Source: an optimization exercise on an open RTL-to-GDS flow (aim: small area, a short achievable clock period and few clock cycles per item). Production flows keep margins and buffers that such runs may drop.
In this exercise RTL edits were held to simulation tests only and were not proved equivalent to the original.

== 02-08 ==
==> flow/design.v (excerpt) <==
module serpent_block_cipher_unit (
  input  wire logic         clk_i,
  input  wire logic         rst_ni,
  input  wire logic         psel_i,
  input  wire logic         penable_i,
  input  wire logic         pwrite_i,
  input  wire logic [5:0]   paddr_i,
  input  wire logic [63:0]  pwdata_i,
  output logic [63:0]       prdata_o,
  output logic              pready_o,
  input  wire logic         s_axis_tvalid_i,
  output logic              s_axis_tready_o,
  input  wire logic [127:0] s_axis_tdata_i,   
  input  wire logic         s_axis_tuser_i,   
  output logic              m_axis_tvalid_o,
  input  wire logic         m_axis_tready_i,
  output logic [127:0]      m_axis_tdata_o    
);
For scale: ~350,000 sq um of cells after synthesis.
export LEC_CHECK = 0
export CAP_MARGIN = 40
export CORE_MARGIN = 2
export CORE_UTILIZATION = 30
export PLACE_DENSITY = 0.42
export SETUP_SLACK_MARGIN = 5.0
export SLEW_MARGIN = 40
export SYNTH_MEMORY_MAX_BITS = 8192
create_clock -name core_clock -period 10.0 [get_ports {clk_i}]
standard.sh (not shown) runs the stock make flow with config.mk's settings and CLKGATE_MAP_FILE= SYNTH_SCRIPT=/design/flow/synth_recipe.tcl, a recipe that flattens the netlist after the stock synthesis.
==> flow/flow/run.sh <==
#!/bin/bash
# Layout flow: the standard synthesis, then the combinational logic mapped
# again onto the cells (flip-flops kept as they are, names and cell types
# unchanged), then the standard layout from floorplan to finish.
# Each tool writes its full output to a log of its own in the work folder.
set -euo pipefail
WORK=$(pwd)
FLOWDIR=$WORK/flow
R=$WORK/orfs/results/$FLOW_PLATFORM/serpent_block_cipher_unit/base
YOSYS=${YOSYS_EXE:-$FLOW_HOME/../tools/install/yosys/bin/yosys}
[ -x "$YOSYS" ] || YOSYS=yosys

bash standard.sh synth > $WORK/log_synth.txt 2>&1

cp $R/1_2_yosys.v $WORK/std_synth.v
LIB=$FLOW_HOME/platforms/$FLOW_PLATFORM/lib/sky130_fd_sc_hd__tt_025C_1v80.lib \
IN=$WORK/std_synth.v OUT=$WORK/remapped.v TOP=$FLOW_TOP SCRIPT=$FLOWDIR/remap.abc \
  "$YOSYS" -c $FLOWDIR/remap.tcl > $WORK/log_remap.txt 2>&1

cp $WORK/remapped.v $R/1_2_yosys.v
rm -f $R/1_synth.odb
bash standard.sh finish > $WORK/log_finish.txt 2>&1
==> flow/flow/remap.abc <==
&get -n
&st
&dch -f
&nf -D 3500
&put
topo
stime -c
buffer -c
upsize -c
dnsize -c
==> flow/flow/remap.tcl <==
# Map the combinational logic of the standard synthesis netlist again.
# Flip-flops and tie cells stay as they are (blackboxes keep their instance
# names and cell types); every other cell is read as its liberty function.
yosys -import
set lib $::env(LIB)
read_liberty -ignore_miss_func $lib
blackbox sky130_fd_sc_hd__df* sky130_fd_sc_hd__edf* sky130_fd_sc_hd__sdf* sky130_fd_sc_hd__sedf* sky130_fd_sc_hd__dl* sky130_fd_sc_hd__conb_1
read_verilog $::env(IN)
hierarchy -check -top $::env(TOP)
flatten
opt_clean
set fh [open abc.constr w]
puts $fh "set_driving_cell sky130_fd_sc_hd__buf_1"
puts $fh "set_load 5"
close $fh
abc -liberty $lib -constr abc.constr -D 3500 -script $::env(SCRIPT) \
  -dont_use *lpflow* -dont_use *probe* -dont_use *clkdly* -dont_use *dlygate* \
  -dont_use *sdlclkp* -dont_use *dlclkp* -dont_use *a222oi*
opt_clean -purge
# cell definitions again (as blackboxes) so that the checks see every port
read_liberty -lib -overwrite -ignore_miss_func $lib
hilomap -singleton -hicell sky130_fd_sc_hd__conb_1 HI -locell sky130_fd_sc_hd__conb_1 LO
splitnets
opt_clean -purge
insbuf -buf sky130_fd_sc_hd__buf_4 A X
check -assert
tee -o remap_stat.txt stat -liberty $lib
write_verilog -noattr -noexpr -nohex -nodec $::env(OUT)
02-08 finished all stages; however, its layout fails the closing checks, the failures being max-capacitance violations, max-slew violations.
Testbench counts of 02-08, summed over its fixed seeds: cycles 5,228, items 1,536.
Input changes introduced in 03-17 (baseline for comparison: 02-08):
--- a/flow/flow/run.sh
+++ b/flow/flow/run.sh
@@ -3,3 +3,5 @@
 # again onto the cells (flip-flops kept as they are, names and cell types
-# unchanged), then the standard layout from floorplan to finish.
+# unchanged), then the standard layout from floorplan to finish, with one
+# more repair of slew, capacitance and setup timing just before detailed
+# routing (flow/pre_drt.tcl).
 # Each tool writes its full output to a log of its own in the work folder.
@@ -21,2 +23,3 @@
 rm -f $R/1_synth.odb
+export PRE_DETAIL_ROUTE_TCL=$FLOWDIR/pre_drt.tcl
 bash standard.sh finish > $WORK/log_finish.txt 2>&1
==> flow/flow/pre_drt.tcl (new file) <==
# Before detailed routing: the global routes (with the antenna fixes) are
# final, so repair slew, capacitance and setup timing once more with their
# parasitics, then legalize and route the changed nets incrementally.
proc env_or {name default} {
  if {[info exists ::env($name)] && $::env($name) ne ""} { return $::env($name) }
  return $default
}
if {[info exists ::env(DONT_USE_CELLS)]} { set_dont_use $::env(DONT_USE_CELLS) }
set_propagated_clock [all_clocks]
estimate_parasitics -global_routing
report_worst_slack -max
global_route -start_incremental
repair_design -slew_margin [env_or SLEW_MARGIN 40] -cap_margin [env_or CAP_MARGIN 40] -verbose
repair_timing -setup -setup_margin [env_or SETUP_SLACK_MARGIN 5.0] -repair_tns 100 -verbose
detailed_placement
check_placement -verbose
global_route -end_incremental
estimate_parasitics -global_routing
report_worst_slack -max
[summary]
- Delta (03-17 minus 02-08): number of cells on the worst reg-to-reg path dropped 9; total length of routed met2 wires climbed about 0.7%; quantity of hold-fixing buffers added after cts barely changed; clock-buffer cell count barely changed; fmax climbed 0.0011 GHz.
- Having completed the whole flow, 03-17 delivered a layout that passed the timing, design-rule and antenna checks.
- Relative to 02-08, cell area has increased by about 0.4% in 03-17.
- The register-to-register slack reported for 03-17 is greater than that of 02-08 by 30 ps.
- Re required time reported for the critical path endpoint: 03-17 is 110 ps down on 02-08.
- In 03-17, final antenna diode count is higher than in 02-08.

what the ideal ports hide:
The results above use ideal ports. As a check the final layouts listed here were re-extracted and re-timed, cells and wires unchanged. Step 1 assumes that a clkbuf_16 drives the clock port and a buf_2 every other input. Step 2 adds t to the input delays and takes it off the output delays; t is the mean of the earliest and latest rising clock arrival at the registers after step 1. Input paths then give back, and output paths get back, about the clock's delay inside the block. Slacks: ideal / step 1 / step 2; pairs: ideal / step 1.
run | shift t [ns] | slack for setup (ns) | worst register clock-pin slew, ns
02-08 | 1.376 | 4.572 / 4.572 / 3.503 | 0.08 / 0.08
03-17 | 1.387 | 4.604 / 4.604 / 3.701 | 0.08 / 0.08
For 02-08, which loses most, drivers alone change the setup slack by 0.000 ns; drivers and shift together by -1.069 ns.
